Background: an optimization exercise with open tools, aiming at small area, a short achievable clock period and few clock cycles per item. Do not read the settings as production practice.
At most, simulation tests tie the RTL to the original design; equivalence was not proved.
No functional check of the RTL was part of runs 7 and 8.

## design/flow/flow/run.sh

```bash
#!/bin/bash
# Standard layout, with the port buffers made from plain buffers.
bash standard.sh BUFFER_PORTS_ARGS="-buffer_cell sky130_fd_sc_hd__buf_1" finish > standard.log 2>&1
```

## design/flow/standard.sh

```bash
#!/bin/bash
# synth_recipe.tcl (not shown) runs the flow's synth.tcl, then flattens the netlist and writes it again
# the make line also repeats each setting of config.mk as NAME=value (left out here)
make -C /OpenROAD-flow-scripts/flow DESIGN_CONFIG=/design/flow/config.mk WORK_HOME=/design/flow/orfs CLKGATE_MAP_FILE= SYNTH_SCRIPT=/design/flow/synth_recipe.tcl "${@:-finish}"
```

## design/flow/config.mk

```make
export PLATFORM = sky130hd
export DESIGN_NAME = permutation_multi_round
export DESIGN_NICKNAME = permutation_multi_round
export VERILOG_FILES = /design/flow/design.v
export SDC_FILE = /design/flow/constraint.sdc
export NUM_CORES = 4
export LEC_CHECK = 0
export CAP_MARGIN = 20
export CORE_MARGIN = 2
export CORE_UTILIZATION = 40
export PLACE_DENSITY = 0.75
export SETUP_SLACK_MARGIN = 2.15
export SLEW_MARGIN = 20
```

## design/flow/constraint.sdc

```tcl
create_clock -name core_clock -period 5.0 [get_ports {clock}]
set_input_delay 1.0000 -clock core_clock [delete_from_list [all_inputs] [get_ports {clock}]]
set_output_delay 1.0000 -clock core_clock [all_outputs]
set_load 0.01 [all_outputs]
```

## design/flow/design.v

```verilog
module permutation_multi_round (
  input  logic         clock,
  input  logic         reset_n,
  input  logic         i_sys_enable,
  input  logic         i_start,
  input  logic [3:0]   i_num_rounds,
  input  logic [319:0] i_state,
  output logic         o_busy,
  output logic         o_done,
  output logic         o_error,
  output logic [319:0] o_state
);
  localparam int CUT = 1;
  function automatic logic [63:0] ror64(input logic [63:0] x, input integer n);
    logic [127:0] w_dbl;
    w_dbl = {x, x} >> n;
    ror64 = w_dbl[63:0];
  endfunction
  function automatic logic [319:0] round_tail(input logic [319:0] z);
    logic [63:0] z0, z1, z2, z3, z4;
    z0 = z[319:256];
    z1 = z[255:192];
    z2 = z[191:128];
    z3 = z[127:64];
    z4 = z[63:0];
    z0 = z0 ^ ror64(z0, 19) ^ ror64(z0, 28);
    z1 = z1 ^ ror64(z1, 61) ^ ror64(z1, 39);
    z2 = z2 ^ ror64(z2, 1)  ^ ror64(z2, 6);
    z3 = z3 ^ ror64(z3, 10) ^ ror64(z3, 17);
    z4 = z4 ^ ror64(z4, 7)  ^ ror64(z4, 41);
    round_tail = {z0, z1, z2, z3, z4};
  endfunction
  function automatic logic [319:0] round_head(input logic [319:0] s, input logic [7:0] rc);
    logic [63:0] a0, a1, a2, a3, a4;
    logic [63:0] y0, y1, y2, y3, y4;
    a0 = s[319:256] ^ s[63:0];
    a1 = s[255:192];
    a2 = s[191:128] ^ s[255:192] ^ {56'd0, rc};
    a3 = s[127:64];
    a4 = s[63:0] ^ s[127:64];
    y0 = a0 ^ (~a1 & a2);
    y1 = a1 ^ (~a2 & a3);
    y2 = a2 ^ (~a3 & a4);
    y3 = a3 ^ (~a4 & a0);
    y4 = a4 ^ (~a0 & a1);
    round_head = {y0 ^ y4, y1 ^ y0, ~y2, y3 ^ y2, y4};
  endfunction
  function automatic logic [7:0] rconst(input logic [3:0] i);
    rconst = {4'hF - i, i};
  endfunction
  logic         r_run;
  logic [3:0]   r_idx;
  logic [319:0] r_state;
  logic         r_done;
  logic         r_error;
  logic [319:0] w_tail;
  logic [319:0] w_src;
  logic [3:0]   w_src_idx;
  logic [319:0] w_head;
  logic         w_legal;
  logic         w_load;
  logic         w_last;
  assign w_legal = (i_num_rounds != 4'd0) &&
                   !(i_num_rounds[3] && i_num_rounds[2] && (i_num_rounds[1] || i_num_rounds[0]));
  assign w_load  = !r_run && i_start && w_legal;
  assign w_tail    = round_tail(r_state);
  assign w_src_idx = r_run ? r_idx + 4'd1 : 4'd12 - i_num_rounds;
  assign w_last    = (w_src_idx == 4'd11);
  if (CUT == 0) begin : g_cut0
    assign w_src   = r_run ? r_state : i_state;
    assign w_head  = round_tail(round_head(w_src, rconst(w_src_idx)));
    assign o_state = r_state;
  end else begin : g_cut1
    assign w_src   = r_run ? w_tail : i_state;
    assign w_head  = round_head(w_src, rconst(w_src_idx));
    assign o_state = w_tail;
  end
  always_ff @(posedge clock or negedge reset_n) begin
    if (!reset_n) begin
      r_run   <= 1'b0;
      r_idx   <= 4'd0;
      r_state <= 320'd0;
      r_done  <= 1'b0;
      r_error <= 1'b0;
    end else if (!i_sys_enable) begin
      r_run   <= 1'b0;
      r_idx   <= 4'd0;
      r_state <= 320'd0;
      r_done  <= 1'b0;
      r_error <= 1'b0;
    end else begin
      if (r_run || w_load) begin
        r_state <= w_head;
        r_idx   <= w_src_idx;
        r_run   <= !w_last;
        r_done  <= w_last;
      end else begin
        r_done  <= 1'b0;
      end
      r_error <= !r_run && i_start && !w_legal;
    end
  end
  assign o_busy  = r_run;
  assign o_done  = r_done;
  assign o_error = r_error;
endmodule
```

==> impl_metrics.json, run 1 <==
{
  "status": "timing/DRC/antenna clean",
  "syn_inst": 2832,
  "multi_input_area_mm2": 0.0228,
  "portBuffers": 650,
  "die_y_um": 281,
  "min_period_ns": 2.94,
  "critPathLaunchType": "flip-flop",
  "r2r-end": "r_state[279]",
  "die_w_um": 281,
  "yosys_warnings": 1,
  "num_vias": 26000,
  "r2r_cells": 7,
  "cp.arrival_ns": 1.94,
  "fin_setup_tns_ns": 0,
  "cp-end-kind": "primary output",
  "critPathMaxFanout": 4,
  "clk-insertion-delay-late_ns": 0.59,
  "synth_edf_count": 0,
  "wire_per_inst_um": 33.2,
  "grt_setup_unrepaired": "yes",
  "timing.fmax_ghz": 0.340,
  "grt_max_degree": 104,
  "grt_pass1_wl_mm": 197,
  "most-common-layout-cells": "620 x buf_1, 516 x xnor2_1, 345 x nand2_1",
  "synth_ff_type": "dfrtp_1",
  "rrSetupSlack_ns": 2.09,
  "numCtsBuffers": 40,
  "core-area_mm2": 0.0759,
  "clkTransAtPathRegs_ns": 0.06,
  "fp-row-count": 101,
  "worst_pin_slew_ns": 0.852,
  "final_common_cell": "buf_1",
  "gp_congestion": 1.00,
  "dpl.hpwl_mm": 123,
  "synth_nets": 3282,
  "grt_overflow": 0,
  "totalWireLength_mm": 150,
  "ioPinCount": 651,
  "synth_area_leaders": "dfrtp_1 27%, xnor2_1 17%, xor3_1 16%",
  "grtUsageTotal_pct": 36.7,
  "drive_gt1_share_pct": 19.5,
  "netlist_area_mm2": 0.0307,
  "ant_nets": 0,
  "final_core_util_pct": 49.3,
  "cts_num_sinks": 327,
  "fillCellCount": 6962,
  "clockBufferDepth": 3,
  "drcViolationCount": 0,
  "hold_viol_final": 0,
  "synth_top_area_share_pct": 26.7,
  "vias_per_cell": 5.73,
  "firstDrtPassIters": 5,
  "cts_tree": "done",
  "synth_top_cell_by_area": "dfrtp_1",
  "clk_root_buffer_cell": "clkbuf_16",
  "syn_avg_cell_area_um2": 10.8,
  "finalCritPeriodShare_pct": 58.9,
  "ys_types": 46,
  "regArea_mm2": 0.00838,
  "layout.nets": 3920,
  "ys_ff_latch": 327,
  "grt_pass1_vias": 24500,
  "ys_seq_area_share_pct": 26.7,
  "cap_violations": 0,
  "htree_levels": 2,
  "cp.required_ns": 4.00,
  "slew_headroom_pct": 41.6,
  "async_flop_share_pct": 100,
  "drt_iter0_drc": 3108,
  "setup_viol": 0,
  "crit_type": "flip-flop to primary output",
  "dieArea_mm2": 0.0789,
  "rr_startpoint": "r_run",
  "slew_viol_final": 0,
  "fin_skew_ns": 0.0263,
  "hold_path.class": "primary input to async pin",
  "area_delta_synth_final_pct": 22.1,
  "initial_core_util_pct": 40.4,
  "antenna_found_initial": 9
}
cells in the mapped netlist, types with 3 or more instances:
cell type and instances:
buf_4 7, xor2_1 128, clkbuf_1 70, or4_1 5
inv_1 7, xor3_1 208, or4b_1 3, nand2_1 345
mux2i_1 224, nor3_1 4, o2111a_1 4, ha_1 122
a211o_1 18, nand3_1 8, nor2b_1 19, a21oi_1 21
o21ai_1 13, maj3_1 64, nor2_1 29, mux2_2 148
a22o_1 26, xnor2_1 608, a32oi_1 8, nand2b_1 45
nand3b_1 4, o21ai_0 277, buf_2 58, dfrtp_1 327
and2_1 3, xnor3_1 5, nand4_1 6
cell type report:
| type | instances | area share [%] |
|---|---|---|
| antenna | 3 | 0.0200 |
| clock buffer | 55 | 3.07 |
| clock inverter | 15 | 0.648 |
| inverter | 7 | 0.0701 |
| multi-input combinational | 2364 | 61.0 |
| sequential | 327 | 22.4 |
| tap | 1030 | 3.44 |
| timing repair buffer | 730 | 9.39 |
critical path, cell delays in order (launching register included):
cell     delay, ns
dfrtp_2       0.55
xnor2_2       0.30
xnor2_2       0.14
buf_4         0.21
buf_1         0.17
routing by layer:
metal  share of wire [%]  routed length [um]  global-route usage, %
met2                  44               66700                   56.7
met4                 6.6                9930                   19.9
met3                  11               17000                   10.6
met5               0.061                  92                      0
met1                  38               56500                   46.1
flip-flops by register name, indices dropped and copies added, names as in the netlist:
register	cells
r_state	320
r_idx	4
r_done	1
r_error	1
r_run	1
metrics by stage:
stage | cell area, um2 | cells | hold slack (ns) | worst slack, ns
2_1_floorplan | 30700 | 2832 | 0.468 | 2.18
3_3_place_gp | 34200 | 4408 | 0.503 | 1.38
3_5_place_dp | 34200 | 4408 | 0.501 | 1.32
4_1_cts | 36800 | 4505 | 0.469 | 2.03
5_1_grt | 37500 | 4529 | 0.482 | 2.03
6_report | 37500 | 4531 | 0.450 | 2.06
cells by family after synthesis:
| logic type | Yosys count | share of synthesized area [%] |
|---|---|---|
| buf+inv | 143 | 2.08 |
| mux | 375 | 12.9 |
| fa+ha+maj | 186 | 7.06 |
| compound gates | 374 | 6.90 |
| simple gates | 475 | 6.69 |
| xor+xnor | 952 | 37.7 |
| flops | 327 | 26.7 |
what timing repair did:
item                       CTS  global route
setup endpoints to repair  488           258
buffers inserted            23            19
gates resized for setup    282           123
hold buffers                 0             0
gates cloned                 4             4
pin swaps                   32            33
worst max-delay path by stage:
stage	startpoint	end	slack (ns)
floorplan	i_num_rounds[0]	r_idx[2]	2.18
global placement	i_num_rounds[0]	r_state[277]	1.38
detailed placement	i_num_rounds[0]	r_state[2]	1.32
CTS	r_state[227]	o_state[227]	2.03
global route	r_state[227]	o_state[227]	2.03
finish	r_state[227]	o_state[227]	2.06
Testbench counts, summed over its fixed seeds: cycles 22,998, items 2,400.
==> run 2, diff against run 1 <==
--- a/design/flow/config.mk
+++ b/design/flow/config.mk
@@ -9,5 +9,5 @@
 export CORE_MARGIN = 2
 export CORE_UTILIZATION = 40
 export PLACE_DENSITY = 0.75
-export SETUP_SLACK_MARGIN = 2.15
+export SETUP_SLACK_MARGIN = 2.05
 export SLEW_MARGIN = 20
==> run 2 against run 1 <==
  * Cell area decreased by 3.6%
  * Largest cell class unchanged
  * Die area unchanged
  * Clock-buffer cell count unchanged
  * Hold slack improved by 0.040 ns
==> impl_metrics.json, run 2 <==
{
  "synth_area_leaders": "dfrtp_1 27%, xnor2_1 17%, xor3_1 16%",
  "ys_seq_area_share_pct": 26.7,
  "portBuffers": 650,
  "grt_overflow": 0,
  "synth_nets": 3282,
  "ant_nets": 0,
  "ys_ff_latch": 327,
  "dpl-instance-area_mm2": 0.0342,
  "vias_per_cell": 5.76,
  "syn_avg_cell_area_um2": 10.8,
  "clockBufferDepth": 3,
  "dieArea_mm2": 0.0789,
  "r2r-end": "r_state[127]",
  "cp.required_ns": 4.00,
  "cp.arrival_ns": 2.01,
  "final_common_cell": "buf_1",
  "fin_skew_ns": 0.0208,
  "async_flop_share_pct": 100,
  "clk-insertion-delay-late_ns": 0.58,
  "reg_top3": "r_state: 320 flops, r_idx: 4 flops",
  "synth_ff_type": "dfrtp_1",
  "hold_viol_final": 0,
  "ioPinCount": 651,
  "min_period_ns": 3.01,
  "drt_iter0_drc": 2858,
  "largest_reg_flops": 320,
  "gp_congestion": 1.04,
  "grt_pass1_wl_mm": 198,
  "num_vias": 25900,
  "finalCritPeriodShare_pct": 60.3,
  "grt_pass1_vias": 24700,
  "synth_edf_count": 0,
  "cts_num_sinks": 327,
  "initial_core_util_pct": 40.4,
  "cts_tree": "done",
  "clk_root_buffer_cell": "clkbuf_16",
  "rr_startpoint": "r_state[73]",
  "firstDrtPassIters": 6,
  "area_delta_synth_final_pct": 17.7,
  "layout.nets": 3885,
  "grt_max_degree": 114,
  "crit_type": "flip-flop to primary output",
  "syn_inst": 2832,
  "clkTransAtPathRegs_ns": 0.06,
  "hold_path.class": "primary input to async pin",
  "setup_viol": 0,
  "most-common-layout-cells": "642 x buf_1, 569 x xnor2_1, 345 x nand2_1",
  "timing.fmax_ghz": 0.332,
  "yosys_warnings": 1,
  "core-area_mm2": 0.0759,
  "totalWireLength_mm": 150,
  "netlist_area_mm2": 0.0307,
  "post-synth-top-count-cell": "xnor2_1",
  "holdBufCountCts": 0,
  "drcViolationCount": 0,
  "antenna_found_initial": 6,
  "grt_setup_unrepaired": "no",
  "cap_violations": 0,
  "die_w_um": 281,
  "r2r_cells": 6,
  "max_flop_register": "r_state",
  "cp-end-kind": "primary output",
  "drive_gt1_share_pct": 10.4,
  "synth_top_area_share_pct": 26.7,
  "slew_viol_final": 0,
  "synth_top_cell_by_area": "dfrtp_1",
  "stdcell_area_mm2": 0.0361,
  "grtUsageTotal_pct": 36.9,
  "rrSetupSlack_ns": 2.12,
  "wire_per_inst_um": 33.3,
  "numCtsBuffers": 40,
  "ys_types": 46,
  "slew_headroom_pct": 46.6,
  "dpl.hpwl_mm": 124,
  "die_y_um": 281,
  "critPathLaunchType": "flip-flop",
  "status": "timing/DRC/antenna clean",
  "synth_common_cells": "608 x xnor2_1, 345 x nand2_1, 327 x dfrtp_1, 277 x o21ai_0, 224 x mux2i_1",
  "htree_levels": 2,
  "worst_pin_slew_ns": 0.779,
  "fin_setup_tns_ns": 0,
  "critPathMaxFanout": 4,
  "fp-row-count": 101
}
run 2: cell counts after synthesis:
Identical to the previous run, type by type.
run 2: metal layers:
metal | track usage [%] | part of all wire [%] | vias up | routed length (um)
li1 | - | - | 11000 | -
met1 | 45.9 | 37 | 12800 | 55700
met2 | 56.5 | 44 | 1795 | 66000
met3 | 10.4 | 11 | 361 | 17000
met4 | 23.0 | 7.3 | 4 | 11000
met5 | 0 | 0.079 | - | 119
run 2: worst max path at each step:
stage / start / endpoint / slack, ns / depth (start not counted)
after floorplan: i_num_rounds[0] / r_state[63] / 2.12 / 8
after global placement: i_num_rounds[0] / r_state[87] / 1.21 / 8
after detailed placement: i_num_rounds[0] / r_state[245] / 1.13 / 8
after CTS: r_state[227] / o_state[227] / 2.03 / 3
after global routing: r_state[113] / o_state[103] / 2.05 / 3
final: r_state[251] / o_state[254] / 1.99 / 2
run 2: what timing repair did:
item | 4_1_cts | 5_1_grt
endpoints found under the setup margin | 385 | 260
buffers inserted | 7 | 4
gates cloned | 2 | 3
gates resized for setup | 73 | 24
pin swaps | 1 | 4
run 2: cell families after synthesis:
| kind of cell | Yosys count | synth area share [%] |
|---|---|---|
| xor gates and xnor gates | 952 | 37.7 |
| and+or+nand+nor | 475 | 6.69 |
| muxes | 375 | 12.9 |
| AOI/OAI and AO/OA | 374 | 6.90 |
| DFF | 327 | 26.7 |
| adders and majority gates | 186 | 7.06 |
| buffers and inverters | 143 | 2.08 |
run 2: per-stage QoR:
stage	utilization [%]	hold slack, ns	setup slack (ns)	cells
2_1_floorplan	-	0.468	2.12	2832
4_1_cts	47.3	0.489	2.03	4483
3_5_place_dp	45.1	0.503	1.13	4407
5_1_grt	47.5	0.527	2.05	4491
6_report	47.6	0.490	1.99	4496
3_3_place_gp	45.1	0.497	1.21	4407
run 2: area by class of cell:
class / instances / area (um2)
diodes: 6 / 15.0
well taps: 1030 / 1290
clock inverters: 12 / 166
fillers: 7142 / 39800
flip-flops and latches: 327 / 8220
inverters: 7 / 26.3
multi-input cells: 2365 / 22200
repair buffers: 694 / 3010
clock buffers: 55 / 1150
run 2: critical path: stages (launching register included):
cell,delay [ns]
dfrtp_2,0.52
xor3_1,0.60
buf_1,0.32
==> run 3, diff against run 2 <==
--- a/design/flow/config.mk
+++ b/design/flow/config.mk
@@ -7,7 +7,7 @@
 export LEC_CHECK = 0
 export CAP_MARGIN = 20
 export CORE_MARGIN = 2
-export CORE_UTILIZATION = 40
-export PLACE_DENSITY = 0.75
-export SETUP_SLACK_MARGIN = 2.05
+export CORE_UTILIZATION = 50
+export PLACE_DENSITY = 0.8
+export SETUP_SLACK_MARGIN = 2.1
 export SLEW_MARGIN = 20
==> run 3 against run 2 <==
  * First-iteration DRC count grew 22%
  * Die area shrank 20%
  * Via count grew 0.70%
  * Hold slack gained 0.036 ns
  * Worst setup slack gained 0.049 ns
  * Sequential share of layout area grew 0.25 points
  * Non-clock buffer count grew 2
  * Critical path depth is the same
  * Fmax grew 1.6%
  * Critical path type unchanged
  * Highest routed layer is now met4
==> impl_metrics.json, run 3 <==
{
  "clkTransAtPathRegs_ns": 0.06,
  "post-synth-top-count-cell": "xnor2_1",
  "ys_types": 46,
  "portBuffers": 650,
  "vias_per_cell": 6.14,
  "clk-insertion-delay-late_ns": 0.57,
  "fp-row-count": 90,
  "core-area_mm2": 0.0605,
  "drt_iter0_drc": 3475,
  "cap_violations": 0,
  "wire_per_inst_um": 32.5,
  "ys_seq_area_share_pct": 26.7,
  "syn_avg_cell_area_um2": 10.8,
  "hold_path.class": "primary input to async pin",
  "synth_ff_type": "dfrtp_1",
  "grt_setup_unrepaired": "yes",
  "crit_type": "flip-flop to primary output",
  "die_y_um": 252,
  "path_buf_inv": 1,
  "slew_viol_final": 0,
  "ant_nets": 0,
  "critPathMaxFanout": 4,
  "grt_pass1_vias": 24500,
  "slew_headroom_pct": 37.5,
  "num_vias": 26100,
  "initial_core_util_pct": 50.7,
  "fin_setup_tns_ns": 0,
  "most-common-layout-cells": "638 x buf_1, 566 x xnor2_1, 345 x nand2_1",
  "cpPeakStageDelay_ns": 0.63,
  "worst_pin_slew_ns": 0.912,
  "holdBufCountCts": 0,
  "cp.required_ns": 4.00,
  "totalWireLength_mm": 138,
  "grtUsageTotal_pct": 42.7,
  "final_common_cell": "buf_1",
  "area_delta_synth_final_pct": 16.9,
  "whs_ns": 0.526,
  "die_w_um": 252,
  "dpl.hpwl_mm": 114,
  "grt_overflow": 0,
  "yosys_warnings": 1,
  "ys_ff_latch": 327,
  "synth_nets": 3282,
  "hold_viol_final": 0,
  "syn_inst": 2832,
  "min_period_ns": 2.97,
  "fin_skew_ns": 0.0199,
  "cp-end-kind": "primary output",
  "use_met3_pct": 12.6,
  "layout.nets": 3883,
  "cp.arrival_ns": 1.97,
  "netlist_area_mm2": 0.0307,
  "finalCritPeriodShare_pct": 59.3,
  "grt_use_met1_pct": 52.7,
  "path_delay_family": "XOR/XNOR gates",
  "largest_reg_flops": 320,
  "timing.fmax_ghz": 0.337,
  "grt_max_degree": 106,
  "dieArea_mm2": 0.0633,
  "cts_tree": "done",
  "clk_root_buffer_cell": "clkbuf_16",
  "synth_edf_count": 0,
  "drive_gt1_share_pct": 11.9,
  "crit_chain": "xor3_1 -> buf_1",
  "antenna_found_initial": 4,
  "grt_pass1_wl_mm": 187,
  "synth_top_cell_by_area": "dfrtp_1",
  "setup_viol": 0,
  "reg_top3": "r_state: 320 flops, r_idx: 4 flops",
  "synth_common_cells": "608 x xnor2_1, 345 x nand2_1, 327 x dfrtp_1, 277 x o21ai_0, 224 x mux2i_1",
  "worst_slack_ns": 2.03,
  "place_ws_ns": 1.16,
  "firstDrtPassIters": 6,
  "ioPinCount": 651,
  "status": "timing/DRC/antenna clean",
  "clockBufferDepth": 3,
  "grt_use_met2_pct": 65.2,
  "synth_area_leaders": "dfrtp_1 27%, xnor2_1 17%, xor3_1 16%",
  "numCtsBuffers": 37,
  "synth_top_area_share_pct": 26.7,
  "cts_num_sinks": 327,
  "critPathLaunchType": "flip-flop",
  "drcViolationCount": 0,
  "slowest_stage": "xor3_1",
  "async_flop_share_pct": 100,
  "top_usage_layer": "met2",
  "gp_congestion": 1.05,
  "max_flop_register": "r_state",
  "htree_levels": 2
}
[run 3: cell counts after synthesis]
Identical to the previous run, type by type.
[run 3: final timing paths]
path | from | slack (ns) | cells past startpoint | to
hold reg to reg | r_idx[1] | 0.53 | 2 | r_idx[1]
min in group core_clock | r_idx[1] | 0.53 | 2 | r_idx[1]
hold / removal | reset_n | 0.53 | 1 | r_run
max in group asynchronous | reset_n | 3.38 | 2 | r_state[206]
setup reg to reg | r_run | 2.19 | 7 | r_state[23]
setup / recovery | r_state[77] | 2.03 | 2 | o_state[67]
[run 3: cell type report]
class                      instances  area (um2)
antenna                            3        7.51
clock buffer                      51        1090
clock inverter                    15         166
fill                            5135       24600
inverter                           7        26.3
multi-input combinational       2364       22300
sequential                       327        8250
tap                              782         978
timing repair buffer             696        3030
[run 3: metal layers]
metal  part of all wire (%)  wire [um]
met1                     35      48600
met2                     44      60400
met3                     13      17800
met4                    8.1      11200
met5                      0          0
[run 3: through the flow]
| stage | cells | instance area [um2] | utilization (%) |
|---|---|---|---|
| 3_3_place_gp | 4158 | 33900 | 56.0 |
| 5_1_grt | 4242 | 35900 | 59.3 |
| 6_report | 4245 | 35900 | 59.3 |
| 4_1_cts | 4241 | 35700 | 59.0 |
| 2_1_floorplan | 2832 | 30700 | - |
| 3_5_place_dp | 4158 | 33900 | 56.0 |
[run 3: timing repair]
action | in CTS | in global routing
hold endpoints to repair | 0 | 0
gates cloned | 2 | 0
buffers inserted | 15 | 1
endpoints found under the setup margin | 391 | 305
resized for setup | 96 | 53
pin swaps | 5 | 6
[run 3: cells by family (layout without fill, tap and decap cells)]
| kind of cell | after synthesis | after routing | share of synthesized area, % |
|---|---|---|---|
| compound gates | 374 | 374 | 6.90 |
| xor+xnor | 952 | 952 | 37.7 |
| fa+ha+maj | 186 | 186 | 7.06 |
| buf+inv | 143 | 769 | 2.08 |
| flops | 327 | 327 | 26.7 |
| mux | 375 | 375 | 12.9 |
| other cells | 0 | 3 | 0 |
| simple gates | 475 | 477 | 6.69 |
==> run 4, diff against run 3 <==
--- a/design/flow/config.mk
+++ b/design/flow/config.mk
@@ -8,6 +8,6 @@
 export CAP_MARGIN = 20
 export CORE_MARGIN = 2
 export CORE_UTILIZATION = 50
-export PLACE_DENSITY = 0.8
+export PLACE_DENSITY = 0.85
 export SETUP_SLACK_MARGIN = 2.1
 export SLEW_MARGIN = 20
==> run 4 against run 3 <==
  * Still clean
  * Clock-buffer cell count up 9
  * Hold slack worse by 0.023 ns
  * Clock skew down 0.0056 ns
  * Critical endpoint is now o_state[175]
==> impl_metrics.json, run 4 <==
{
  "status": "timing/DRC/antenna clean",
  "fin_cells": 4248,
  "worst_slack_ns": 2.04,
  "syn_avg_cell_area_um2": 10.8,
  "stdcell_area_mm2": 0.0358,
  "synthXorXnorAreaFrac_pct": 37.7,
  "final_core_util_pct": 59.3,
  "slew_viol_final": 0,
  "cp.required_ns": 4.00,
  "antenna_found_initial": 6,
  "max_flop_register": "r_state",
  "cts_tree": "done",
  "synth_top_cell_by_area": "dfrtp_1",
  "async_flop_share_pct": 100,
  "cap_violations": 0,
  "synth_nets": 3282,
  "firstDrtPassIters": 8,
  "cp.arrival_ns": 1.96,
  "cts_num_sinks": 327,
  "initial_core_util_pct": 50.7,
  "dieArea_mm2": 0.0633,
  "setup_viol": 0,
  "drt_iter0_drc": 3616,
  "worst_pin_slew_ns": 0.840,
  "path_depth": 2,
  "wire_per_inst_um": 33.4,
  "synth-simple-area-share_pct": 6.69,
  "totalWireLength_mm": 142,
  "dpl-instance-area_mm2": 0.0339,
  "numCtsBuffers": 39,
  "ioPinCount": 651,
  "synth_ff_type": "dfrtp_1",
  "num_vias": 26300,
  "whs_ns": 0.503,
  "cpPeakStageDelay_ns": 0.63,
  "ant_nets": 0,
  "clkTransAtPathRegs_ns": 0.06,
  "area_delta_synth_final_pct": 16.8,
  "path_delay_family": "flip-flops",
  "synth_common_cells": "608 x xnor2_1, 345 x nand2_1, 327 x dfrtp_1, 277 x o21ai_0, 224 x mux2i_1",
  "grt_setup_unrepaired": "yes",
  "core-area_mm2": 0.0605,
  "synth_area_leaders": "dfrtp_1 27%, xnor2_1 17%, xor3_1 16%",
  "grt_pass1_vias": 25300,
  "dp.cells": 4162,
  "die_w_um": 252,
  "grt_pass1_wl_mm": 191,
  "fillCellCount": 5201,
  "fp-row-count": 90,
  "vias_per_cell": 6.19,
  "crit_type": "flip-flop to primary output",
  "gp_congestion": 1.06,
  "grt_overflow": 0,
  "synth_edf_count": 0,
  "drcViolationCount": 0,
  "ys_types": 46,
  "synthAdderAreaFrac_pct": 7.06,
  "syn_inst": 2832,
  "dpl.hpwl_mm": 116,
  "grtUsageTotal_pct": 43.6,
  "path_buf_inv": 1,
  "rr_startpoint": "r_state[267]",
  "yosys_warnings": 1,
  "die_y_um": 252,
  "clk-insertion-delay-late_ns": 0.56,
  "ys_seq_area_share_pct": 26.7,
  "synthMuxAreaShare_pct": 12.9,
  "crit_start": "r_state[181]",
  "fin_setup_tns_ns": 0,
  "r2r_cells": 6,
  "critPathMaxFanout": 4,
  "place_ws_ns": 1.14,
  "synth_top_family_by_area": "XOR/XNOR gates",
  "timing.fmax_ghz": 0.338,
  "portBuffers": 650,
  "fin_skew_ns": 0.0143,
  "most-common-layout-cells": "646 x buf_1, 572 x xnor2_1, 345 x nand2_1",
  "cp-end-kind": "primary output",
  "slew_headroom_pct": 42.4,
  "clk_root_buffer_cell": "clkbuf_16",
  "finalCritPeriodShare_pct": 59.1,
  "critPathLaunchType": "flip-flop",
  "post-synth-top-count-cell": "xnor2_1",
  "largest_reg_flops": 320,
  "drive_gt1_share_pct": 10.7,
  "grt_max_degree": 95,
  "synth_top_area_share_pct": 26.7,
  "clockBufferDepth": 3,
  "ys_ff_latch": 327,
  "hold_path.class": "primary input to async pin",
  "reg_top3": "r_state: 320 flops, r_idx: 4 flops",
  "crit_chain": "xor3_1 -> buf_1",
  "htree_levels": 2,
  "synth_compound_area_share_pct": 6.90,
  "slowest_stage": "dfrtp_1",
  "min_period_ns": 2.96,
  "final_common_cell": "buf_1",
  "netlist_area_mm2": 0.0307,
  "hold_viol_final": 0,
  "layout.nets": 3889
}
[run 4: cell type report]
cell class / count / area (um2) / share of cell area, %
Tap cell: 782 / 978 / 2.73
Inverter: 7 / 26.3 / 0.0733
Timing Repair Buffer: 700 / 3130 / 8.73
Antenna cell: 5 / 12.5 / 0.0349
Sequential cell: 327 / 8240 / 23.0
Clock inverter: 3 / 15.0 / 0.0419
Clock buffer: 60 / 1200 / 3.34
Multi-Input combinational cell: 2364 / 22200 / 62.1
[run 4: what timing repair did]
action	CTS	global route
hold endpoints to repair	0	0
setup endpoints to repair	380	307
buffers inserted	11	2
hold buffers	0	0
cloned	3	2
pin swaps	2	3
gates resized for setup	80	34
[run 4: kinds of logic after synthesis]
group                      after synthesis
xor gates and xnor gates               952
adders and majority gates              186
muxes                                  375
and+or+nand+nor                        475
buffers and inverters                  143
AOI/OAI and AO/OA                      374
DFF                                    327
[run 4: worst paths after layout]
path | to | slack, ns
min in group core_clock | r_idx[2] | 0.53
setup reg to reg | r_state[11] | 2.05
hold reg to reg | r_idx[2] | 0.53
hold / removal | r_done | 0.50
max in group asynchronous | r_state[275] | 3.32
setup / recovery | o_state[175] | 2.04
[run 4: routing by layer]
layer | global-route usage (%) | vias to the layer above | wire length (um)
met1 | 53.5 | 12800 | 50300
met5 | 0 | - | 40
met3 | 13.2 | 522 | 18100
met2 | 64.6 | 2014 | 60100
met4 | 33.0 | 6 | 13400
li1 | - | 11000 | -
==> run 5, diff against run 4 <==
--- a/design/flow/config.mk
+++ b/design/flow/config.mk
@@ -7,7 +7,7 @@
 export LEC_CHECK = 0
 export CAP_MARGIN = 20
 export CORE_MARGIN = 2
-export CORE_UTILIZATION = 50
+export CORE_UTILIZATION = 70
 export PLACE_DENSITY = 0.85
 export SETUP_SLACK_MARGIN = 2.1
 export SLEW_MARGIN = 20
==> run 5 against run 4 <==
  * Critical path depth rose by 1
  * Sequential share of layout area rose by 0.15 points
  * Hold slack better by 0.033 ns
  * Sequential cell count stayed put
  * Via count increased by 5.8%
  * First-iteration DRC count increased by 22%
  * Critical endpoint is now o_state[213]
  * Routed wire length down 3.8%
  * Register-to-register slack worse by 0.07 ns
  * Clock-buffer cell count is 3 lower
  * Final cell count is 4.7% lower
  * Highest routed layer unchanged
==> impl_metrics.json, run 5 <==
{
  "status": "timing/DRC/antenna clean",
  "netlist_area_mm2": 0.0307,
  "path_delay_family": "XOR/XNOR gates",
  "fp-row-count": 76,
  "path_buf_inv": 1,
  "drive_gt1_share_pct": 10.3,
  "antenna_found_initial": 13,
  "ioPinCount": 651,
  "clkTransAtPathRegs_ns": 0.06,
  "initial_core_util_pct": 71.1,
  "portBuffers": 650,
  "reg_top3": "r_state: 320 flops, r_idx: 4 flops",
  "met2_wirelength_mm": 55.2,
  "yosys_warnings": 1,
  "critPathLaunchType": "flip-flop",
  "area_delta_synth_final_pct": 15.9,
  "clk-insertion-delay-late_ns": 0.55,
  "cp.required_ns": 4.00,
  "post-synth-top-count-cell": "xnor2_1",
  "holdBufCountCts": 0,
  "most-common-layout-cells": "646 x buf_1, 573 x xnor2_1, 345 x nand2_1",
  "setup_viol": 0,
  "cts_tree": "done",
  "slew_viol_final": 0,
  "totalWireLength_mm": 137,
  "place_ws_ns": 1.23,
  "num_vias": 27800,
  "vias_per_cell": 6.87,
  "grt_setup_unrepaired": "yes",
  "crit_type": "flip-flop to primary output",
  "wire_per_inst_um": 33.8,
  "fin_skew_ns": 0.0168,
  "drcViolationCount": 0,
  "hold_viol_final": 0,
  "dieArea_mm2": 0.0455,
  "hold_path.class": "flip-flop to flip-flop",
  "clk_root_buffer_cell": "clkbuf_16",
  "max_flop_register": "r_state",
  "grtUsageTotal_pct": 59.0,
  "async_flop_share_pct": 100,
  "final_common_cell": "buf_1",
  "cp.arrival_ns": 2.02,
  "synth_top_cell_by_area": "dfrtp_1",
  "cap_violations": 0,
  "ys_ff_latch": 327,
  "met1_length_mm": 42.5,
  "fin_setup_tns_ns": 0,
  "core-area_mm2": 0.0432,
  "synth_ff_type": "dfrtp_1",
  "synth_edf_count": 0,
  "die_y_um": 213,
  "worst_pin_slew_ns": 1.02,
  "timing.fmax_ghz": 0.331,
  "synth_area_leaders": "dfrtp_1 27%, xnor2_1 17%, xor3_1 16%",
  "syn_avg_cell_area_um2": 10.8,
  "largest_reg_flops": 320,
  "dpl.hpwl_mm": 107,
  "drt_iter0_drc": 4421,
  "synth_common_cells": "608 x xnor2_1, 345 x nand2_1, 327 x dfrtp_1, 277 x o21ai_0, 224 x mux2i_1",
  "grt_pass1_wl_mm": 185,
  "cts_num_sinks": 327,
  "cp-end-kind": "primary output",
  "grt_pass1_vias": 26600,
  "finalCritPeriodShare_pct": 60.5,
  "gp_congestion": 1.13,
  "grt_max_degree": 151,
  "numCtsBuffers": 38,
  "firstDrtPassIters": 8,
  "die_w_um": 213,
  "critPathMaxFanout": 4,
  "synth_top_area_share_pct": 26.7,
  "ys_seq_area_share_pct": 26.7,
  "layout.nets": 3882,
  "top_layer": "met5",
  "wl_met3_mm": 22.9,
  "crit_chain": "xnor2_1 -> xnor2_2 -> buf_1",
  "grt_overflow": 0,
  "synth_nets": 3282,
  "htree_levels": 2,
  "min_period_ns": 3.02,
  "slew_headroom_pct": 31.7,
  "ys_types": 46,
  "clockBufferDepth": 3,
  "slowest_stage": "dfrtp_1",
  "ant_nets": 0,
  "worst_slack_ns": 1.98,
  "syn_inst": 2832,
  "cpPeakStageDelay_ns": 0.59
}
[run 5: area by class of cell]
cell class	count	area (um2)
clock buffers	57	1140
multi-input cells	2364	22200
diodes	7	17.5
well taps	585	732
fillers	2558	7630
inverters	7	26.3
repair buffers	694	3030
clock inverters	8	151
flip-flops and latches	327	8220
[run 5: metrics by stage]
stage	std cells	utilization (%)	hold WS [ns]	cell area [um2]
6_report	4049	82.3	0.536	35500
5_1_grt	4044	82.3	0.548	35500
2_1_floorplan	2832	-	0.468	30700
3_5_place_dp	3958	77.8	0.507	33600
3_3_place_gp	3958	77.8	0.502	33600
4_1_cts	4028	81.5	0.523	35200
[run 5: routing by layer]
| metal | vias to the layer above | GRT usage (%) |
|---|---|---|
| met3 | 868 | 28.4 |
| met4 | 10 | 54.6 |
| li1 | 11000 | - |
| met5 | - | 0 |
| met2 | 2698 | 82.1 |
| met1 | 13300 | 66.4 |
[run 5: path summary, 6_finish.rpt]
path                         startpoint  slack [ns]           end  cells after the start
max                        r_state[210]        1.98  o_state[213]                      3
max reg2reg                       r_run        1.98   r_state[92]                      6
min                            r_idx[1]        0.54      r_idx[1]                      2
max in group asynchronous       reset_n        3.28  r_state[198]                      2
min reg2reg                    r_idx[1]        0.54      r_idx[1]                      2
min in group asynchronous       reset_n        0.64  r_state[142]                      1
[run 5: what timing repair did]
item / in CTS / in global routing
gates cloned: 3 / 2
buffers inserted: 2 / 12
resized for setup: 48 / 54
setup endpoints to repair: 337 / 343
pin swaps: 0 / 7
[run 5: cell families after synthesis]
| group | Yosys count | share of synthesized area (%) |
|---|---|---|
| compound gates | 374 | 6.90 |
| xor+xnor | 952 | 37.7 |
| fa+ha+maj | 186 | 7.06 |
| buf+inv | 143 | 2.08 |
| flops | 327 | 26.7 |
| mux | 375 | 12.9 |
| simple gates | 475 | 6.69 |
[run 5: worst reg2reg max path, cell delays in order (launching register included)]
cell and delay, ns:
dfrtp_4 0.76, buf_12 0.43, mux2i_1 0.69, ha_1 0.36
xnor2_1 0.37, xor2_1 0.18, o21ai_0 0.10
==> run 6, diff against run 5 <==
==> design/flow/config.mk (replaced) <==
export PLATFORM = sky130hd
export DESIGN_NAME = permutation_multi_round
export DESIGN_NICKNAME = permutation_multi_round
export VERILOG_FILES = /design/flow/design.v
export SDC_FILE = /design/flow/constraint.sdc
export NUM_CORES = 4
export LEC_CHECK = 0
export CAP_MARGIN = 5
export CORE_MARGIN = 2
export CORE_UTILIZATION = 40
export SETUP_SLACK_MARGIN = 2.1
export SLEW_MARGIN = 5
==> run 6 against run 5 <==
  * Routed wire length increased by 7.2%
  * Worst setup slack improved by 0.082 ns
  * Global-route usage decreased by 23 points
  * First-iteration DRC count decreased by 40%
  * Core utilization decreased by 34 points
  * Area after synthesis unchanged
  * Clock skew decreased by 0.0016 ns
  * Critical path type unchanged
  * Final cell count increased by 11%
  * Clock-buffer cell count unchanged
  * Critical path depth decreased by 1
==> impl_metrics.json, run 6 <==
{
  "die_y_um": 281,
  "cts_num_sinks": 327,
  "multi_input_area_mm2": 0.0225,
  "totalWireLength_mm": 147,
  "drive_gt1_share_pct": 13.6,
  "cp-end-kind": "primary output",
  "netlist_area_mm2": 0.0307,
  "clk-insertion-delay-late_ns": 0.59,
  "fp-row-count": 101,
  "hold_path.class": "flip-flop to flip-flop",
  "fin_cells": 4492,
  "worst_slack_ns": 2.06,
  "num_vias": 25500,
  "fin_setup_tns_ns": 0,
  "syn_avg_cell_area_um2": 10.8,
  "core-area_mm2": 0.0759,
  "largest_reg_flops": 320,
  "fillCellCount": 7307,
  "antenna_found_initial": 10,
  "cap_violations": 0,
  "area_delta_synth_final_pct": 19.0,
  "hold_viol_final": 0,
  "critPathMaxFanout": 4,
  "ant_nets": 0,
  "grtUsageTotal_pct": 35.8,
  "htree_levels": 2,
  "synth_top_cell_by_area": "dfrtp_1",
  "ys_ff_latch": 327,
  "slew_headroom_pct": 36.6,
  "grt_pass1_wl_mm": 193,
  "synth_top_area_share_pct": 26.7,
  "numCtsBuffers": 40,
  "synth_ff_type": "dfrtp_1",
  "max_flop_register": "r_state",
  "drcViolationCount": 0,
  "clk_root_buffer_cell": "clkbuf_16",
  "most-common-layout-cells": "643 x buf_1, 547 x xnor2_1, 345 x nand2_1",
  "fin_skew_ns": 0.0152,
  "setup_viol": 0,
  "synth_area_leaders": "dfrtp_1 27%, xnor2_1 17%, xor3_1 16%",
  "slew_viol_final": 0,
  "wire_per_inst_um": 32.6,
  "dpl.hpwl_mm": 120,
  "syn_inst": 2832,
  "min_period_ns": 2.94,
  "layout.nets": 3883,
  "crit_type": "flip-flop to primary output",
  "status": "timing/DRC/antenna clean",
  "ys_types": 46,
  "synth_edf_count": 0,
  "portBuffers": 650,
  "die_w_um": 281,
  "ys_seq_area_share_pct": 26.7,
  "final_common_cell": "buf_1",
  "place_ws_ns": 1.20,
  "synth_nets": 3282,
  "grt_overflow": 0,
  "whs_ns": 0.522,
  "grt_setup_unrepaired": "yes",
  "firstDrtPassIters": 6,
  "synth_common_cells": "608 x xnor2_1, 345 x nand2_1, 327 x dfrtp_1, 277 x o21ai_0, 224 x mux2i_1",
  "finalCritPeriodShare_pct": 58.9,
  "clockBufferDepth": 3,
  "grt_max_degree": 145,
  "dp.cells": 4399,
  "drt_iter0_drc": 2652,
  "dieArea_mm2": 0.0789,
  "timing.fmax_ghz": 0.340,
  "initial_core_util_pct": 40.4,
  "regArea_mm2": 0.00828,
  "grt_pass1_vias": 24200,
  "async_flop_share_pct": 100,
  "vias_per_cell": 5.67,
  "cp.required_ns": 4.00,
  "worst_pin_slew_ns": 0.951,
  "critPathLaunchType": "flip-flop",
  "cp.arrival_ns": 1.94,
  "gp_congestion": 1.05,
  "cts_tree": "done",
  "yosys_warnings": 1,
  "clkTransAtPathRegs_ns": 0.06,
  "ioPinCount": 651,
  "reg_top3": "r_state: 320 flops, r_idx: 4 flops",
  "post-synth-top-count-cell": "xnor2_1"
}
## run 6: cell counts after synthesis
No cell type changed its count.
## run 6: logic make-up after synthesis
group,count (synthesis),synth area share (%)
muxes,375,12.9
AOI/OAI and AO/OA,374,6.90
DFF,327,26.7
buffers and inverters,143,2.08
and+or+nand+nor,475,6.69
xor gates and xnor gates,952,37.7
adders and majority gates,186,7.06
## run 6: routing by layer
layer / track usage (%) / routed length, um / share of wire (%)
met5: 0.500 / 92 / 0.063
met4: 22.0 / 10700 / 7.3
met3: 8.26 / 14300 / 9.7
met2: 54.9 / 64500 / 44
met1: 45.8 / 57000 / 39
## run 6: stage by stage
stage	area, um2	utilization, %
after floorplan	30700	-
after global placement	34100	45.0
after detailed placement	34100	45.0
after CTS	36200	47.7
after global routing	36500	48.1
final	36500	48.1
## run 6: layout make-up
cell class                 instances  share of cell area [%]
antenna                            1                 0.00685
sequential                       327                    22.7
clock inverter                    13                   0.226
clock buffer                      57                    3.22
inverter                           7                  0.0720
timing repair buffer             695                    8.62
tap                             1030                    3.53
multi-input combinational       2362                    61.7
## run 6: repair_timing
action                     in CTS  in global routing
pin swaps                      16                  6
gates resized for setup       183                 36
cloned                          1                  4
setup buffers                  12                  5
hold buffers                    0                  0
setup endpoints to repair     379                204
## run 6: final timing paths
path	start	endpoint	slack [ns]	depth (start not counted)
max in group asynchronous	reset_n	r_state[117]	3.24	2
min in group asynchronous	reset_n	r_state[138]	0.58	1
max reg2reg	r_state[251]	r_state[126]	2.16	6
max	r_state[224]	o_state[249]	2.06	2
min reg2reg	r_idx[1]	r_idx[1]	0.52	2
min	r_idx[1]	r_idx[1]	0.52	2
## run 6: critical path, cell delays in order (launching register included)
cell and delay, ns:
dfrtp_1 0.74, xor3_1 0.43, buf_1 0.17
==> run 7, diff against run 6 <==
--- a/design/flow/design.v
+++ b/design/flow/design.v
@@ -10,7 +10,7 @@
   output logic         o_error,
   output logic [319:0] o_state
 );
-  localparam int CUT = 1;
+  localparam int CUT = 2;
   function automatic logic [63:0] ror64(input logic [63:0] x, input integer n);
     logic [127:0] w_dbl;
     w_dbl = {x, x} >> n;
@@ -45,6 +45,25 @@
     y4 = a4 ^ (~a0 & a1);
     round_head = {y0 ^ y4, y1 ^ y0, ~y2, y3 ^ y2, y4};
   endfunction
+  function automatic logic [319:0] sbox_in(input logic [319:0] s);
+    sbox_in = {s[319:256] ^ s[63:0], s[255:192], s[191:128] ^ s[255:192],
+               s[127:64], s[63:0] ^ s[127:64]};
+  endfunction
+  function automatic logic [319:0] sbox_rest(input logic [319:0] s, input logic [7:0] rc);
+    logic [63:0] a0, a1, a2, a3, a4;
+    logic [63:0] y0, y1, y2, y3, y4;
+    a0 = s[319:256];
+    a1 = s[255:192];
+    a2 = s[191:128] ^ {56'd0, rc};
+    a3 = s[127:64];
+    a4 = s[63:0];
+    y0 = a0 ^ (~a1 & a2);
+    y1 = a1 ^ (~a2 & a3);
+    y2 = a2 ^ (~a3 & a4);
+    y3 = a3 ^ (~a4 & a0);
+    y4 = a4 ^ (~a0 & a1);
+    sbox_rest = {y0 ^ y4, y1 ^ y0, ~y2, y3 ^ y2, y4};
+  endfunction
   function automatic logic [7:0] rconst(input logic [3:0] i);
     rconst = {4'hF - i, i};
   endfunction
@@ -69,6 +88,10 @@
   if (CUT == 0) begin : g_cut0
     assign w_src   = r_run ? r_state : i_state;
     assign w_head  = round_tail(round_head(w_src, rconst(w_src_idx)));
+    assign o_state = r_state;
+  end else if (CUT == 2) begin : g_cut2
+    assign w_src   = r_run ? sbox_in(r_state) : sbox_in(i_state);
+    assign w_head  = round_tail(sbox_rest(w_src, rconst(w_src_idx)));
     assign o_state = r_state;
   end else begin : g_cut1
     assign w_src   = r_run ? w_tail : i_state;
--- a/design/flow/config.mk
+++ b/design/flow/config.mk
@@ -5,8 +5,8 @@
 export SDC_FILE = /design/flow/constraint.sdc
 export NUM_CORES = 4
 export LEC_CHECK = 0
-export CAP_MARGIN = 5
+export CAP_MARGIN = 20
 export CORE_MARGIN = 2
 export CORE_UTILIZATION = 40
-export SETUP_SLACK_MARGIN = 2.1
-export SLEW_MARGIN = 5
+export SETUP_SLACK_MARGIN = 2.0
+export SLEW_MARGIN = 20
==> run 7 against run 6 <==
  * Routed wire length grew 5.7%
  * Largest cell class unchanged
  * Critical path type is now flip-flop to flip-flop
  * Still clean
  * Hold slack got worse by 0.084 ns
  * Worst setup slack got worse by 0.088 ns
  * Clock skew is 0.0058 ns higher
  * Non-clock buffer count rose by 112
  * Sequential cell count stayed put
==> impl_metrics.json, run 7 <==
{
  "status": "timing/DRC/antenna clean",
  "slowest_stage": "mux2i_1",
  "initial_core_util_pct": 40.3,
  "portBuffers": 650,
  "syn_avg_cell_area_um2": 9.74,
  "synthAdderAreaFrac_pct": 0.0758,
  "drt_iter0_drc": 2685,
  "path_depth": 8,
  "slew_viol_final": 0,
  "synth_compound_area_share_pct": 6.05,
  "async_flop_share_pct": 100,
  "drive_gt1_share_pct": 11.1,
  "syn_inst": 3391,
  "clk-insertion-delay-late_ns": 0.59,
  "setup_viol": 0,
  "synth_top_cell_by_area": "xnor2_1",
  "die_y_um": 291,
  "ys_seq_area_share_pct": 24.8,
  "clk_root_buffer_cell": "clkbuf_16",
  "drcViolationCount": 0,
  "cp-end-kind": "flip-flop",
  "post-synth-top-count-cell": "xnor2_1",
  "slew_headroom_pct": 17.3,
  "final_common_cell": "xnor2_1",
  "synth_area_leaders": "xnor2_1 27%, dfrtp_1 25%, mux2i_1 10%",
  "dp.cells": 5132,
  "final_core_util_pct": 49.0,
  "gp_congestion": 1.04,
  "path_delay_family": "XOR/XNOR gates",
  "die_w_um": 291,
  "synthMuxAreaShare_pct": 12.2,
  "wire_per_inst_um": 29.7,
  "cp.arrival_ns": 3.54,
  "cp.required_ns": 5.51,
  "rrSetupSlack_ns": 1.97,
  "grt_pass1_vias": 27800,
  "fin_setup_tns_ns": 0,
  "path_buf_inv": 2,
  "cpPeakStageDelay_ns": 0.60,
  "ys_ff_latch": 327,
  "vias_per_cell": 5.47,
  "ys_types": 43,
  "netlist_area_mm2": 0.0330,
  "fp-row-count": 105,
  "largest_reg_flops": 320,
  "most-common-layout-cells": "947 x xnor2_1, 649 x buf_1, 424 x nand2_1",
  "synth_ff_type": "dfrtp_1",
  "finalCritPeriodShare_pct": 60.6,
  "clkTransAtPathRegs_ns": 0.07,
  "cts_tree": "done",
  "clockBufferDepth": 3,
  "synth_edf_count": 0,
  "fin_skew_ns": 0.0210,
  "synthXorXnorAreaFrac_pct": 46.4,
  "worst_pin_slew_ns": 1.24,
  "htree_levels": 2,
  "synth_common_cells": "1,007 x xnor2_1, 424 x nand2_1, 346 x mux2i_1, 343 x xor2_1, 327 x dfrtp_1",
  "timing.fmax_ghz": 0.330,
  "reg_top3": "r_state: 320 flops, r_idx: 4 flops",
  "crit_chain": "buf_4 -> buf_12 -> mux2i_1 -> xnor2_1 -> nand2_1 -> xnor2_2 -> xnor3_1 -> o21ai_0",
  "critPathLaunchType": "flip-flop",
  "synth_top_family_by_area": "XOR/XNOR gates",
  "grt_pass1_wl_mm": 214,
  "r2r_cells": 8,
  "hold_path.class": "primary input to async pin",
  "cts_num_sinks": 327,
  "min_period_ns": 3.03,
  "synth-simple-area-share_pct": 7.94,
  "crit_type": "flip-flop to flip-flop",
  "grt_max_degree": 158,
  "dieArea_mm2": 0.0849,
  "yosys_warnings": 1,
  "antenna_found_initial": 6,
  "dpl.hpwl_mm": 127,
  "max_flop_register": "r_state",
  "ioPinCount": 651,
  "cap_violations": 0,
  "hold_viol_final": 0,
  "synth_top_area_share_pct": 26.7,
  "area_delta_synth_final_pct": 21.5,
  "num_vias": 28600,
  "layout.nets": 4450,
  "numCtsBuffers": 41,
  "grtUsageTotal_pct": 35.6,
  "totalWireLength_mm": 155,
  "fin_cells": 5223,
  "grt_setup_unrepaired": "yes",
  "synth_nets": 3721,
  "ant_nets": 0,
  "critPathMaxFanout": 15,
  "firstDrtPassIters": 5,
  "core-area_mm2": 0.0820,
  "grt_overflow": 0
}
run 7: changes by cell type after synthesis, moves of 130 or more:
cell | before | now
xnor2_1 | 608 | 1007
xor2_1 | 128 | 343
xor3_1 | 208 | 2
nor2_1 | 29 | 187
mux2_2 | 148 | 8
xnor3_1 | 5 | 135
run 7: worst paths after layout:
| path | end | start |
|---|---|---|
| setup / recovery | r_state[292] | r_run |
| hold / removal | r_state[211] | reset_n |
| setup reg to reg | r_state[292] | r_run |
| hold reg to reg | r_idx[3] | r_idx[3] |
| max in group asynchronous | r_state[35] | reset_n |
| min in group core_clock | r_idx[3] | r_idx[3] |
run 7: timing repair:
action,CTS,global route
pin swaps,0,2
setup endpoints to repair,320,146
resized for setup,83,97
hold buffers,0,0
setup buffers,7,7
run 7: kinds of logic (layout without fill, tap and decap cells):
| kind of cell | Yosys count | count (layout) |
|---|---|---|
| AO/OA/AOI/OAI | 366 | 366 |
| XOR/XNOR | 1513 | 1513 |
| adder cells (fa/ha/maj) | 2 | 2 |
| buffers and inverters | 135 | 894 |
| flip-flops | 327 | 327 |
| multiplexers | 386 | 386 |
| other | 0 | 3 |
| AND/OR/NAND/NOR | 662 | 662 |
run 7: stage by stage:
stage / hold slack, ns / setup WS (ns) / area (um2)
finish: 0.438 / 1.97 / 40100
detailed placement: 0.501 / 0.980 / 37300
global route: 0.474 / 1.86 / 40100
global placement: 0.494 / 0.968 / 37300
floorplan: 0.476 / 1.99 / 33000
CTS: 0.445 / 1.89 / 39400
run 7: cell type report:
| class | instances | area (um2) |
|---|---|---|
| multi-input cells | 2929 | 25300 |
| clock inverters | 13 | 144 |
| clock buffers | 60 | 1260 |
| fillers | 8001 | 41800 |
| diodes | 3 | 7.51 |
| well taps | 1070 | 1340 |
| repair buffers | 807 | 3870 |
| flip-flops and latches | 327 | 8190 |
| inverters | 14 | 52.6 |
run 7: metal layers:
layer	up-vias	global-route usage, %	routed length (um)	part of all wire [%]
met2	1462	55.8	69300	45
met4	4	19.2	10200	6.6
met3	380	8.37	14800	9.6
met5	-	0	27	0.017
li1	12500	-	-	-
met1	14200	45.3	60600	39
==> run 8, diff against run 7 <==
==> design/flow/design.v (replaced) <==
module permutation_multi_round (
  input  logic         clock,
  input  logic         reset_n,
  input  logic         i_sys_enable,
  input  logic         i_start,
  input  logic [3:0]   i_num_rounds,
  input  logic [319:0] i_state,
  output logic         o_busy,
  output logic         o_done,
  output logic         o_error,
  output logic [319:0] o_state
);
  function automatic logic [63:0] ror64(input logic [63:0] x, input integer n);
    logic [127:0] w_dbl;
    w_dbl = {x, x} >> n;
    ror64 = w_dbl[63:0];
  endfunction
  function automatic logic [319:0] round_tail(input logic [319:0] z);
    logic [63:0] z0, z1, z2, z3, z4;
    z0 = z[319:256];
    z1 = z[255:192];
    z2 = z[191:128];
    z3 = z[127:64];
    z4 = z[63:0];
    z0 = z0 ^ ror64(z0, 19) ^ ror64(z0, 28);
    z1 = z1 ^ ror64(z1, 61) ^ ror64(z1, 39);
    z2 = z2 ^ ror64(z2, 1)  ^ ror64(z2, 6);
    z3 = z3 ^ ror64(z3, 10) ^ ror64(z3, 17);
    z4 = z4 ^ ror64(z4, 7)  ^ ror64(z4, 41);
    round_tail = {z0, z1, z2, z3, z4};
  endfunction
  function automatic logic [319:0] round_head(input logic [319:0] s, input logic [7:0] rc);
    logic [63:0] a0, a1, a2, a3, a4;
    logic [63:0] y0, y1, y2, y3, y4;
    a0 = s[319:256] ^ s[63:0];
    a1 = s[255:192];
    a2 = s[191:128] ^ s[255:192] ^ {56'd0, rc};
    a3 = s[127:64];
    a4 = s[63:0] ^ s[127:64];
    y0 = a0 ^ (~a1 & a2);
    y1 = a1 ^ (~a2 & a3);
    y2 = a2 ^ (~a3 & a4);
    y3 = a3 ^ (~a4 & a0);
    y4 = a4 ^ (~a0 & a1);
    round_head = {y0 ^ y4, y1 ^ y0, ~y2, y3 ^ y2, y4};
  endfunction
  function automatic logic [7:0] rconst(input logic [3:0] i);
    rconst = {4'hF - i, i};
  endfunction
  logic         r_run;
  logic [3:0]   r_idx;      
  logic [319:0] r_state;
  logic         r_done;
  logic         r_error;
  logic [319:0] w_tail;
  logic [319:0] w_src;
  logic [7:0]   w_rc;
  logic [319:0] w_head;
  logic         w_legal;
  logic         w_load;
  logic         w_last;
  logic [3:0]   w_idx_nxt;
  assign w_legal = (i_num_rounds != 4'd0) &&
                   !(i_num_rounds[3] && i_num_rounds[2] && (i_num_rounds[1] || i_num_rounds[0]));
  assign w_load  = !r_run && i_start && w_legal;
  assign w_tail = round_tail(r_state);
  always_comb begin
    if (r_run) begin
      w_rc      = rconst(r_idx);
      w_last    = (r_idx == 4'd11);
      w_idx_nxt = r_idx + 4'd1;
    end else begin
      w_rc      = {4'd3 + i_num_rounds, 4'd12 - i_num_rounds};
      w_last    = (i_num_rounds == 4'd1);
      w_idx_nxt = 4'd13 - i_num_rounds;
    end
  end
  assign w_src   = r_run ? w_tail : i_state;
  assign w_head  = round_head(w_src, w_rc);
  assign o_state = w_tail;
  always_ff @(posedge clock or negedge reset_n) begin
    if (!reset_n) begin
      r_run   <= 1'b0;
      r_idx   <= 4'd0;
      r_state <= 320'd0;
      r_done  <= 1'b0;
      r_error <= 1'b0;
    end else if (!i_sys_enable) begin
      r_run   <= 1'b0;
      r_idx   <= 4'd0;
      r_state <= 320'd0;
      r_done  <= 1'b0;
      r_error <= 1'b0;
    end else begin
      if (r_run || w_load) begin
        r_state <= w_head;
        r_idx   <= w_idx_nxt;
        r_run   <= !w_last;
        r_done  <= w_last;
      end else begin
        r_done  <= 1'b0;
      end
      r_error <= !r_run && i_start && !w_legal;
    end
  end
  assign o_busy  = r_run;
  assign o_done  = r_done;
  assign o_error = r_error;
endmodule
--- a/design/flow/config.mk
+++ b/design/flow/config.mk
@@ -8,5 +8,5 @@
 export CAP_MARGIN = 20
 export CORE_MARGIN = 2
 export CORE_UTILIZATION = 40
-export SETUP_SLACK_MARGIN = 2.0
+export SETUP_SLACK_MARGIN = 2.2
 export SLEW_MARGIN = 20
==> run 8 against run 7 <==
  * Synthesized cell count down 8.8%
  * Register-to-register slack better by 0.18 ns
  * Die area down 11%
  * Critical path depth down 3
  * Global-route usage up 2.8 points
  * Clock-buffer cell count up 3
  * Clock skew down 0.0081 ns
  * Still clean
  * Sequential cell count unchanged
  * Routed wire length down 0.47%
  * Critical path type is now flip-flop to primary output
  * Final cell count down 6.7%
  * Core utilization up 6.5 points
==> impl_metrics.json, run 8 <==
{
  "status": "timing/DRC/antenna clean",
  "initial_core_util_pct": 40.4,
  "cap_violations": 0,
  "fin_skew_ns": 0.0129,
  "synth_top_area_share_pct": 27.8,
  "multi_input_area_mm2": 0.0245,
  "final_common_cell": "buf_1",
  "syn_avg_cell_area_um2": 9.54,
  "vias_per_cell": 5.69,
  "fp-row-count": 99,
  "min_period_ns": 2.88,
  "most-common-layout-cells": "544 x buf_1, 515 x xnor2_1, 415 x nand2_1",
  "ys_types": 45,
  "drt_iter0_drc": 3266,
  "hold_path.class": "primary input to async pin",
  "numCtsBuffers": 41,
  "synth_area_leaders": "xnor2_1 28%, dfrtp_1 28%, mux2i_1 8.6%",
  "area_delta_synth_final_pct": 37.3,
  "ys_seq_area_share_pct": 27.8,
  "slew_viol_final": 0,
  "synth_nets": 3545,
  "drive_gt1_share_pct": 30.0,
  "grt_pass1_vias": 25700,
  "clk_root_buffer_cell": "clkbuf_16",
  "die_w_um": 275,
  "firstDrtPassIters": 5,
  "ioPinCount": 651,
  "stdcell_area_mm2": 0.0405,
  "clkTransAtPathRegs_ns": 0.06,
  "hold_viol_final": 0,
  "worst_slack_ns": 2.12,
  "layout.nets": 4329,
  "yosys_warnings": 1,
  "grt_setup_unrepaired": "yes",
  "synth_common_cells": "935 x xnor2_1, 415 x nand2_1, 337 x o21ai_0, 327 x dfrtp_1, 253 x mux2i_1",
  "syn_inst": 3091,
  "dpl.hpwl_mm": 122,
  "grt_overflow": 0,
  "fillCellCount": 6450,
  "ant_nets": 0,
  "cp-end-kind": "primary output",
  "drcViolationCount": 0,
  "place_ws_ns": 1.61,
  "grt_max_degree": 150,
  "portBuffers": 650,
  "async_flop_share_pct": 100,
  "regArea_mm2": 0.00846,
  "critPathLaunchType": "flip-flop",
  "reg_top3": "r_state: 320 flops, r_idx: 4 flops",
  "cts_num_sinks": 327,
  "slew_headroom_pct": 39.6,
  "netlist_area_mm2": 0.0295,
  "num_vias": 27700,
  "max_flop_register": "r_state",
  "largest_reg_flops": 320,
  "finalCritPeriodShare_pct": 57.7,
  "gp_congestion": 1.06,
  "synth_edf_count": 0,
  "fin_setup_tns_ns": 0,
  "antenna_found_initial": 9,
  "worst_pin_slew_ns": 0.896,
  "crit_type": "flip-flop to primary output",
  "core-area_mm2": 0.0730,
  "cp.arrival_ns": 1.88,
  "critPathMaxFanout": 4,
  "crit_start": "r_state[301]",
  "grt_pass1_wl_mm": 199,
  "wire_per_inst_um": 31.6,
  "clk-insertion-delay-late_ns": 0.58,
  "timing.fmax_ghz": 0.347,
  "rr_startpoint": "r_run",
  "htree_levels": 2,
  "clockBufferDepth": 3,
  "grtUsageTotal_pct": 38.4,
  "dieArea_mm2": 0.0759,
  "setup_viol": 0,
  "die_y_um": 275,
  "synth_top_cell_by_area": "xnor2_1",
  "ys_ff_latch": 327,
  "cts_tree": "done",
  "cp.required_ns": 4.00,
  "holdBufCountCts": 0,
  "totalWireLength_mm": 154,
  "dpl-instance-area_mm2": 0.0329,
  "synth_ff_type": "dfrtp_1",
  "post-synth-top-count-cell": "xnor2_1"
}
## run 8: logic make-up (layout without fill, tap and decap cells)
family | count (synthesis) | after routing | share of synthesized area [%]
AND/OR/NAND/NOR | 583 | 583 | 8.34
other | 0 | 6 | 0
buffers and inverters | 120 | 936 | 1.97
flip-flops | 327 | 327 | 27.8
adder cells (fa/ha/maj) | 154 | 154 | 6.30
AO/OA/AOI/OAI | 378 | 379 | 6.72
multiplexers | 375 | 375 | 13.3
XOR/XNOR | 1154 | 1154 | 35.6
## run 8: routing by layer
layer / part of all wire [%] / vias up / GRT usage, % / wire length, um
met3: 12 / 374 / 9.17 / 18200
li1: - / 11900 / - / -
met1: 38 / 13600 / 50.2 / 58300
met2: 43 / 1842 / 57.3 / 66500
met4: 7.2 / 4 / 23.7 / 11200
met5: 0.025 / - / 0 / 39
## run 8: path summary, 6_finish.rpt
check,depth (start not counted),to,slack [ns]
min in group core_clock,2,r_state[256],0.58
max in group asynchronous,2,r_state[39],3.46
worst max-delay path,5,o_state[301],2.12
worst max register to register,7,r_state[229],2.15
worst min-delay path,1,r_idx[0],0.49
worst min register to register,2,r_state[256],0.58
## run 8: through the flow
| step | std cells | utilization, % | hold WS (ns) |
|---|---|---|---|
| 4_1_cts | 4812 | 53.1 | 0.508 |
| 3_3_place_gp | 4602 | 45.0 | 0.566 |
| 5_1_grt | 4869 | 55.5 | 0.549 |
| 3_5_place_dp | 4602 | 45.0 | 0.577 |
| 2_1_floorplan | 3091 | - | 0.527 |
| 6_report | 4873 | 55.5 | 0.487 |
## run 8: what timing repair did
| item | 4_1_cts | 5_1_grt |
|---|---|---|
| setup buffers | 132 | 48 |
| resized for setup | 637 | 255 |
| endpoints found under the setup margin | 362 | 485 |
| cloned | 2 | 7 |
| pin swaps | 130 | 95 |
## run 8: cell type report
class / instances / area share [%]
Antenna cell: 6 / 0.0371
Clock buffer: 63 / 3.09
Clock inverter: 13 / 0.677
Inverter: 4 / 0.0371
Multi-Input combinational cell: 2645 / 60.4
Sequential cell: 327 / 20.9
Tap cell: 959 / 2.96
Timing Repair Buffer: 856 / 11.9
## run 8: critical path, cell delays in order, from the launching register on
cell and delay, ns:
dfrtp_2 0.51, buf_4 0.20, xnor2_4 0.18, xnor2_2 0.14, buf_6 0.16, buf_6 0.11

==> afterwards: timing with drivers on the ports <==
Ports are ideal in the flow. The routed layouts listed here were re-timed in OpenROAD. Step 1, drivers: a clkbuf_16 drives clock and a buf_2 each remaining input, both assumed. Step 2 times the ports against the registers' clock, not the clock port: input delays grow and output delays shrink by t, the midpoint of the rising clock arrivals with the driver on. a / b / c = ideal / step 1 / step 2; a / b = the first two.
run | t, ns | slack for setup (ns) | slew at the worst register clock pin (ns)
run 1 | 0.645 | 2.057 / 1.993 / 1.691 | 0.07 / 0.07
run 2 | 0.629 | 1.985 / 1.922 / 1.579 | 0.06 / 0.06
run 3 | 0.633 | 2.034 / 1.966 / 1.589 | 0.07 / 0.07
run 4 | 0.615 | 2.044 / 1.986 / 1.570 | 0.06 / 0.06
run 5 | 0.611 | 1.975 / 1.910 / 1.535 | 0.07 / 0.07
run 6 | 0.655 | 2.057 / 1.980 / 1.600 | 0.06 / 0.06
run 7 | 0.661 | 1.969 / 1.969 / 1.370 | 0.07 / 0.07
run 8 | 0.649 | 2.117 / 2.047 / 1.703 | 0.07 / 0.07
After both steps every run listed still meets setup and hold. The setup slack of run 7, which loses most, moves by 0.000 ns with the drivers and by -0.599 ns with both steps.
